Background: an optimization exercise with open tools, aiming at small area, a short achievable clock period and few clock cycles per item. Do not read the settings as production practice.
RTL that was checked went through simulation tests only; none was proved equivalent to the original.

==> violet <==
// mlp_seq_accel
module mlp_seq_accel (
  input  logic        clk,
  input  logic        reset,
  input  logic        start,
  output logic [9:0]  x_addr,
  input  logic [31:0] x_data,
  output logic [19:0] w_addr,
  input  logic [31:0] w_data,
  output logic        rd_en,
  output logic        busy,
  output logic        done,
  output logic [3:0]  predicted_digit,
  output logic [31:0] max_score
);
  localparam logic [3:0] S_IDLE = 4'd0, S_B2 = 4'd1, S_B1 = 4'd2, S_W1 = 4'd3,
                         S_W2 = 4'd4, S_FL = 4'd5, S_W2L = 4'd6, S_EVW = 4'd7,
                         S_EV = 4'd8;
  localparam logic [2:0] T_NONE = 3'd0, T_RFIRST = 3'd1, T_RADD = 3'd2,
                         T_CLR = 3'd3, T_ACC = 3'd4, T_FLUSH = 3'd5, T_EVAL = 3'd6;
  logic [3:0]  st_q, st_n;
  logic [3:0]  k_q, k_n;
  logic [6:0]  h_q, h_n;
  logic [6:0]  g_q, g_n;
  logic [9:0]  i_q, i_n;
  logic [16:0] wp_q, wp_n;
  logic [3:0]  po_q, po_n;
  logic [3:0]  hs_q;
  logic        busy_q, done_q, go_q;
  logic [9:0]  xa_q, xa_n;
  logic [19:0] wa_q, wa_n;
  logic        rd_q, rd_n;
  logic [2:0]  tag0_q, tag0_n, tag1_q, tag2_q;
  logic        f_radd_q, f_acc_q, f_accen_q, f_ringwr_q, f_act_q, f_eval_q;
  logic        accept;
  logic [12:0] w2row;
  assign accept = start && !busy_q && !done_q;
  assign po_n   = (po_q == 4'd9) ? 4'd0 : po_q + 4'd1;
  always_comb begin
    st_n = st_q;
    k_n  = k_q;
    h_n  = h_q;
    g_n  = g_q;
    i_n  = i_q;
    wp_n = wp_q;
    case (st_q)
      S_IDLE: if (go_q) begin
        st_n = S_B2; k_n = 4'd0; h_n = 7'd0; g_n = 7'd0; i_n = 10'd0; wp_n = 17'd0;
      end
      S_B2: begin
        k_n = k_q + 4'd1;
        if (k_q == 4'd9) st_n = S_B1;
      end
      S_B1: begin
        st_n = S_W1; i_n = 10'd0;
      end
      S_W1: begin
        i_n  = i_q + 10'd1;
        wp_n = wp_q + 17'd1;
        if (i_q == 10'd783) begin
          k_n = 4'd0;
          if (h_q == 7'd0) begin st_n = S_B1; h_n = h_q + 7'd1; end
          else st_n = S_W2;
        end
  ...
export LEC_CHECK = 0
export CAP_MARGIN = 20
export CORE_MARGIN = 2
export CORE_UTILIZATION = 55
export SLEW_MARGIN = 20
create_clock -name core_clock -period 13.0 [get_ports {clk}]
standard.sh (not shown) runs the stock make flow with config.mk's settings and CLKGATE_MAP_FILE= SYNTH_SCRIPT=/design/flow/synth_recipe.tcl, a recipe that flattens the netlist after the stock synthesis.
==> flow/flow/run.sh <==
#!/bin/bash
set -uo pipefail
bash standard.sh SETUP_SLACK_MARGIN=9.0 TNS_END_PERCENT=5 \
  "CTS_ARGS=-sink_clustering_enable -repair_clock_nets -dont_use_dummy_load -sink_clustering_size 24 -sink_clustering_max_diameter 100" \
  finish > flow_make.log 2>&1
==> xenon (differences from violet) <==
--- a/flow/design.v
+++ b/flow/design.v
@@ -145,21 +145,21 @@
     wp_q <= wp_n;
     xa_q <= xa_n;
     wa_q <= wa_n;
   end
   logic [31:0] xp_q, a_q, am;
   logic [33:0] a3_q;
   logic [10:0] bs1_q, bs2_q, bs3_q, bs4_q, bneg_q;
-  logic [30:0] act_q;
+  logic [31:0] act_q;
   logic [33:0] wx;
   assign wx = {w_data[31], w_data, 1'b0};
   always_comb begin
     case (tag1_q)
       T_ACC:   am = xp_q;
-      T_RADD:  am = {1'b0, act_q};
+      T_RADD:  am = {1'b0, act_q[30:0]};
       default: am = 32'h0100_0000;
     endcase
   end
   always_ff @(posedge clk) begin
     xp_q <= x_data;
     a_q  <= am;
     a3_q <= {{2{am[31]}}, am} + {am[31], am, 1'b0};
@@ -761,15 +761,15 @@
   always_ff @(posedge clk) begin
     s_q <= mul_s;
     c_q <= mul_c;
     e_q <= mul_e;
   end
   logic [71:0] acc_q, xin, t3, c3, sum, s2, c2;
   logic [70:0] ring_q [10];
-  logic [31:0] r_out, best_q;
+  logic [31:0] r_out;
   logic [3:0]  bidx_q;
   logic [3:0]  pred_q;
   logic [31:0] score_q;
   logic        take;
   logic        sp_q, sn_q;    
   logic [30:0] act_n;
   logic        co_lo, cya_q, cyr_q;
@@ -785,32 +785,30 @@
     acc_res = {acc_q[71:36] + {35'd0, cya_q}, acc_q[35:0]};
     if (acc_res[71])          act_n = '0;
     else if (|acc_res[70:55]) act_n = 31'h7FFF_FFFF;
     else                      act_n = acc_res[54:24];
     if (sn_q)      r_out = 32'h8000_0000;
     else if (sp_q) r_out = 32'h7FFF_FFFF;
     else           r_out = ring_q[0][55:24];
-    take = (hs_q == 4'd0) || ($signed(r_out) > $signed(best_q));
+    take = (hs_q == 4'd0) || ($signed(r_out) > $signed(act_q));
   end
   always_ff @(posedge clk) begin
     if (f_accen_q) begin
       acc_q <= sum;
       cya_q <= co_lo;
     end
     cyr_q <= f_ringwr_q & co_lo;
-    if (f_act_q) act_q <= act_n;
+    if (f_act_q) act_q <= {1'b0, act_n};
+    else if (f_eval_q && take) act_q <= r_out;
     for (int r = 0; r < 8; r++) ring_q[r] <= ring_q[r+1];
     ring_q[8] <= {ring_q[9][70:36] + {34'd0, cyr_q}, ring_q[9][35:0]};
     sn_q <= ring_q[1][70] && !(&ring_q[1][69:55]);
     sp_q <= !ring_q[1][70] && (|ring_q[1][69:55]);
     ring_q[9] <= f_ringwr_q ? sum[70:0] : ring_q[0];
-    if (f_eval_q && take) begin
-      best_q <= r_out;
-      bidx_q <= hs_q;
-    end
+    if (f_eval_q && take) bidx_q <= hs_q;
   end
   always_ff @(posedge clk or posedge reset) begin
     if (reset) begin
       busy_q  <= 1'b0;
       done_q  <= 1'b0;
       go_q    <= 1'b0;
       pred_q  <= '0;
@@ -819,15 +817,15 @@
       done_q <= 1'b0;
       go_q   <= accept;
       if (accept) busy_q <= 1'b1;
       if (f_eval_q && hs_q == 4'd9) begin
         busy_q  <= 1'b0;
         done_q  <= 1'b1;
         pred_q  <= take ? hs_q : bidx_q;
-        score_q <= take ? r_out : best_q;
+        score_q <= take ? r_out : act_q;
       end
     end
   end
   assign x_addr          = xa_q;
   assign w_addr          = wa_q;
   assign rd_en           = rd_q;
   assign busy            = busy_q;
==> flow/flow/run.sh (replaced) <==
#!/bin/bash
set -uo pipefail
bash standard.sh SETUP_SLACK_MARGIN=9.2 \
  "CTS_ARGS=-sink_clustering_enable -repair_clock_nets -dont_use_dummy_load -sink_clustering_size 24 -sink_clustering_max_diameter 100" \
  finish > flow_make.log 2>&1
- CORE_UTILIZATION: 55 -> 45
==> onyx (differences from violet) <==
==> flow/flow/run.sh (replaced) <==
#!/bin/bash
set -uo pipefail
bash standard.sh SETUP_SLACK_MARGIN=9.0 \
  "CTS_ARGS=-sink_clustering_enable -repair_clock_nets -dont_use_dummy_load -sink_clustering_size 24 -sink_clustering_max_diameter 100" \
  finish > flow_make.log 2>&1
- CORE_UTILIZATION: 55 -> 45
==> results.sh <==
export IMPL_status="no timing/DRC/antenna violations"
export IMPL_post_cts_repair_setup_buffers=13
export IMPL_reg2reg_depth=13
export IMPL_n_fill_cell=9405
export IMPL_via_per_inst=6.13
export IMPL_fin_area_um2=65900
export IMPL_met1_length_mm=76.8
export IMPL_synth_edf_count=140
export IMPL_synth_simple_area_share_pct=6.45
export IMPL_slew_headroom_pct=27.1
export IMPL_vias=43100
the above is filed under violet

==> results.sh <==
export IMPL_reg2reg_depth=13
export IMPL_synth_edf_count=108
export IMPL_n_fill_cell=12100
export IMPL_via_per_inst=6.05
export IMPL_met1_length_mm=80.0
export IMPL_synth_simple_area_share_pct=6.71
export IMPL_fin_area_um2=67200
export IMPL_status="no timing/DRC/antenna violations"
export IMPL_post_cts_repair_setup_buffers=28
the above is filed under xenon

==> results.sh <==
export IMPL_status="no timing/DRC/antenna violations"
export IMPL_n_fill_cell=12300
export IMPL_synth_simple_area_share_pct=6.45
export IMPL_via_per_inst=5.96
export IMPL_vias=43800
the above is filed under onyx

Testbench counts of violet, summed over its fixed seeds: cycles 814,328, items 8.
Testbench counts of onyx, summed over its fixed seeds: cycles 814,328, items 8.
No functional check of the RTL was part of xenon.

## static timing again, ports no longer ideal
In the flow no input, the clock included, has a driving cell. The finished layouts below were timed again as built, in two steps. Step 1 (the two cells are an assumption about what drives the block):
set clk [get_ports {clk}]
set_driving_cell -lib_cell sky130_fd_sc_hd__clkbuf_16 $clk
set_driving_cell -lib_cell sky130_fd_sc_hd__buf_2 [delete_from_list [all_inputs] $clk]
Step 2 adds t to the input delays and takes it off the output delays; t is the mean of the earliest and latest rising clock arrival at the registers after step 1. Input paths then give back, and output paths get back, about the clock's delay inside the block. a / b / c = no drivers / after step 1 / after step 2; a / b = the first two.
| run | t, ns | setup WS [ns] | worst setup path after step 2 | clock arrival spread, ns | worst slew at a driven data input, ns |
|---|---|---|---|---|---|
| violet | 0.720 | 8.824 / 8.748 / 8.858 | register to register | 0.057 / 0.057 | 0.05 |
| xenon | 0.756 | 8.955 / 8.955 / 8.955 | register to register | 0.064 / 0.065 | 0.10 |
| onyx | 0.738 | 9.057 / 8.974 / 8.907 | input, reset recovery | 0.061 / 0.061 | 0.06 |
After both steps setup and hold are still met in every run listed. The setup slack of onyx, which loses most, moves by -0.083 ns with the drivers and by -0.150 ns with both steps. Setup slack includes reset recovery checks.
